Context: an optimization exercise on an open-source flow, tuned for small area, a short achievable clock period and few clock cycles per item. The choices shown serve that exercise and are no tape-out recipe.
In this exercise RTL edits were held to simulation tests only and were not proved equivalent to the original.

== 05-06 ==
## sha256_stream_hasher_top
module sha256_stream_hasher_top (
	input  logic       clk,
	input  logic       arst_n,
	input  logic       s_axis_tvalid,
	output logic       s_axis_tready,
	input  logic [7:0] s_axis_tdata,
	input  logic       s_axis_tuser,
	output logic       m_axis_tvalid,
	input  logic       m_axis_tready,
	output logic [7:0] m_axis_tdata,
	output logic       m_axis_tlast,
	input  logic       cfg_we,
	input  logic [5:0] cfg_wdata
);
	typedef logic [31:0] word_t;
	logic [5:0] dlen_q;
	always_ff @(posedge clk or negedge arst_n) begin
		if (!arst_n)
			dlen_q <= 6'd32;
		else if (cfg_we)
			dlen_q <= cfg_wdata;
	end
	logic       rdy_q;
	logic       v1_q, f1_q;
	logic [7:0] d1_q;
	logic       acc;
	assign s_axis_tready = rdy_q;
	assign acc = s_axis_tvalid && rdy_q;
	always_ff @(posedge clk or negedge arst_n) begin
		if (!arst_n)
			v1_q <= 1'b0;
		else
			v1_q <= acc;
	end
	always_ff @(posedge clk) begin
		f1_q <= s_axis_tuser;
		d1_q <= s_axis_tdata;
	end
	localparam logic [1:0] M_DATA = 2'd0, M_PAD = 2'd1, M_LEN = 2'd2;
	logic [511:0] blk_q;           
	logic [6:0]   fc_q, fc_base, fc_d;
	logic [1:0]   md_q, md_d;
	logic         nb_q;            
	logic         bfirst_q, blast_q;
	logic [38:0]  hh_q;            
	logic [15:0]  hl_q;            
	logic [5:0]   lo_q;
	logic         hinc_q;          
	logic         hc_q;            
	logic         load_q;          
	logic         room, sh;
	logic [7:0]   sb;
	logic [63:0]  bitlen;
	logic         rdy_d;
	assign bitlen = {hh_q, hl_q, lo_q, 3'b000};
	assign room = !fc_q[6] || load_q;
	assign fc_base = load_q ? 7'd0 : fc_q;
	always_comb begin
		sh = 1'b0;
		sb = 8'h00;
		md_d = md_q;
		case (md_q)
			M_DATA: begin
				sh = v1_q;
				sb = f1_q ? 8'h80 : d1_q;
				if (v1_q && f1_q)
					md_d = M_PAD;
			end
			M_PAD: sh = room;
			default: begin
				sh = 1'b1;
				sb = bitlen[8 * (7 - fc_q[2:0]) +: 8];
			end
		endcase
		fc_d = fc_base + 7'(sh);
		if (md_d == M_PAD && sh && fc_q == 7'd55)
			md_d = M_LEN;
		if (md_q == M_LEN && fc_q[2:0] == 3'd7)
			md_d = M_DATA;
		rdy_d = md_d == M_DATA && !(acc && s_axis_tuser) &&
			(fc_d <= 7'd62 || (fc_d == 7'd63 && !acc));
	end
	always_ff @(posedge clk) begin
		if (sh)
			blk_q <= {blk_q[503:0], sb};
		if (md_q == M_DATA && v1_q && f1_q)
			lo_q <= fc_q[5:0];
	end
	always_ff @(posedge clk or negedge arst_n) begin
		if (!arst_n) begin
			fc_q <= '0;
			md_q <= M_DATA;
			nb_q <= 1'b1;
  ...
For scale: ~1800 flip-flops, about 31 I/O pins, roughly 79000 um^2 of cells after synthesis.
==> flow/config.mk <==
export PLATFORM = sky130hd
export DESIGN_NAME = sha256_stream_hasher_top
export DESIGN_NICKNAME = sha256_stream_hasher_top
export VERILOG_FILES = /design/flow/design.v
export SDC_FILE = /design/flow/constraint.sdc
export NUM_CORES = 4
export LEC_CHECK = 0
export CAP_MARGIN = 20
export CORE_MARGIN = 2
export CORE_UTILIZATION = 45
export CTS_BUF_LIST = sky130_fd_sc_hd__clkbuf_16
export CTS_CLUSTER_DIAMETER = 60
export CTS_CLUSTER_SIZE = 30
export PLACE_DENSITY = 0.6
export SLEW_MARGIN = 20
==> flow/constraint.sdc <==
create_clock -name core_clock -period 12.0 [get_ports {clk}]
set_input_delay 2.4000 -clock core_clock [delete_from_list [all_inputs] [get_ports {clk}]]
set_output_delay 2.4000 -clock core_clock [all_outputs]
set_load 0.01 [all_outputs]
standard.sh (not shown) runs the stock make flow with config.mk's settings and CLKGATE_MAP_FILE= SYNTH_SCRIPT=/design/flow/synth_recipe.tcl, a recipe that flattens the netlist after the stock synthesis.
==> flow/flow/run.sh <==
#!/bin/bash
set -o pipefail
cp standard.sh standard_sh_copy.log
export SETUP_SLACK_MARGIN=8
bash standard.sh > standard.log 2>&1
Testbench counts of 05-06, summed over its fixed seeds: cycles 53,124, bytes 44,000.
For 01-21, these inputs were changed with respect to 05-06:
-- flow/design.v --
<<< 05-06, line 275
	logic       ov_q, ol_q;
	logic [7:0] od_q;
	logic       oload;
	word_t      hw;
	logic [1:0] hpos_a, hpos_e;
	logic [7:0] hbyte;
	logic       klast;
	assign ncap = (dlen_q > 6'd32) ? 6'd32 : dlen_q;
	assign hpos_a = kr_q[3:2] + ph_q;
	assign hpos_e = kr_q[3:2] + ph_q + 2'd1;
	assign hw = kr_q[4] ? he_q[hpos_e] : ha_q[hpos_a];
	assign hbyte = hw[8 * (3 - kr_q[1:0]) +: 8];
	assign klast = {1'b0, kr_q} == nlim_q - 6'd1;
	assign oload = !ov_q || m_axis_tready;
	assign m_axis_tvalid = ov_q;
	assign m_axis_tdata = od_q;
	assign m_axis_tlast = ol_q;
	always_ff @(posedge clk) begin
		if (oload) begin
			od_q <= hbyte;
			ol_q <= klast;
>>> 01-21, line 275
	logic       ov_q, ol_q;
	logic [7:0] od_q;
	logic       oload, avail, take;
	logic [1:0] wpos;
	logic [7:0] hbyte;
	logic       klast;
	assign ncap = (dlen_q > 6'd32) ? 6'd32 : dlen_q;
	assign wpos = kr_q[3:2] + ph_q + 2'(kr_q[4]);
	assign avail = wpos == kr_q[1:0];
	always_comb begin
		case ({kr_q[4], kr_q[1:0]})
			3'd0: hbyte = ha_q[0][31:24];
			3'd1: hbyte = ha_q[1][23:16];
			3'd2: hbyte = ha_q[2][15:8];
			3'd3: hbyte = ha_q[3][7:0];
			3'd4: hbyte = he_q[0][31:24];
			3'd5: hbyte = he_q[1][23:16];
			3'd6: hbyte = he_q[2][15:8];
			default: hbyte = he_q[3][7:0];
		endcase
	end
	assign klast = {1'b0, kr_q} == nlim_q - 6'd1;
	assign oload = !ov_q || m_axis_tready;
	assign take = oload && dpend_q && avail;
	assign m_axis_tvalid = ov_q;
	assign m_axis_tdata = od_q;
	assign m_axis_tlast = ol_q;
	always_ff @(posedge clk) begin
		if (take) begin
			od_q <= hbyte;
			ol_q <= klast;
<<< 05-06, line 346
				end
			end
			if (oload) begin
				ov_q <= dpend_q;
				if (dpend_q) begin
					kr_q <= kr_q + 5'd1;
					if (klast)
						dpend_q <= 1'b0;
				end
			end
		end
>>> 01-21, line 356
				end
			end
			if (oload)
				ov_q <= take;
			if (take) begin
				kr_q <= kr_q + 5'd1;
				if (klast)
					dpend_q <= 1'b0;
			end
		end
Results
- Of 05-06 and 01-21, the run reporting the lower final cell count was 01-21.
- Per the comparison of 01-21 with 05-06, die span in x went down 1.1%; wire length reported by the detailed router went down by 3.1%; area of all sequential standard cells ~0 delta.
- Status: starting density of the core parity (01-21, 05-06)
- Final setup slack of the worst path (lower): 01-21
- Worst hold slack essentially unchanged between 05-06 and 01-21.
- Compared with 05-06, 01-21 shows met3 wire length that has gone down by a few percent.
- Higher critical path depth was reported by 05-06, not 01-21.
- First-pass GRT wire length of 01-21 falls short of that of 05-06 by a few percent.
Testbench counts of 01-21, summed over its fixed seeds: cycles 53,284, bytes 44,000.

==> static timing again, ports no longer ideal <==
The flow's constraints put no driver on any port. The routed layouts listed below were extracted and timed again, unchanged, in two steps.
Step 1 assumes that a clkbuf_16 drives the clock port and a buf_2 every other input.
Step 2 times the ports against the registers' clock, not the clock port: input delays grow and output delays shrink by t, the midpoint of the rising clock arrivals with the driver on.
a / b / c = ideal / step 1 / step 2; a / b = the first two.
| run | t, ns | slack for setup (ns) | worst setup path after step 2 | cell pins on the clock port's net |
|---|---|---|---|---|
| 05-06 | 0.901 | 7.915 / 7.915 / 7.713 | input to register | 1 |
| 01-21 | 0.867 | 7.765 / 7.765 / 7.765 | register to register | 1 |
After both steps setup and hold are still met in every run listed. For 05-06, which loses most, drivers alone change the setup slack by 0.000 ns; drivers and shift together by -0.202 ns.
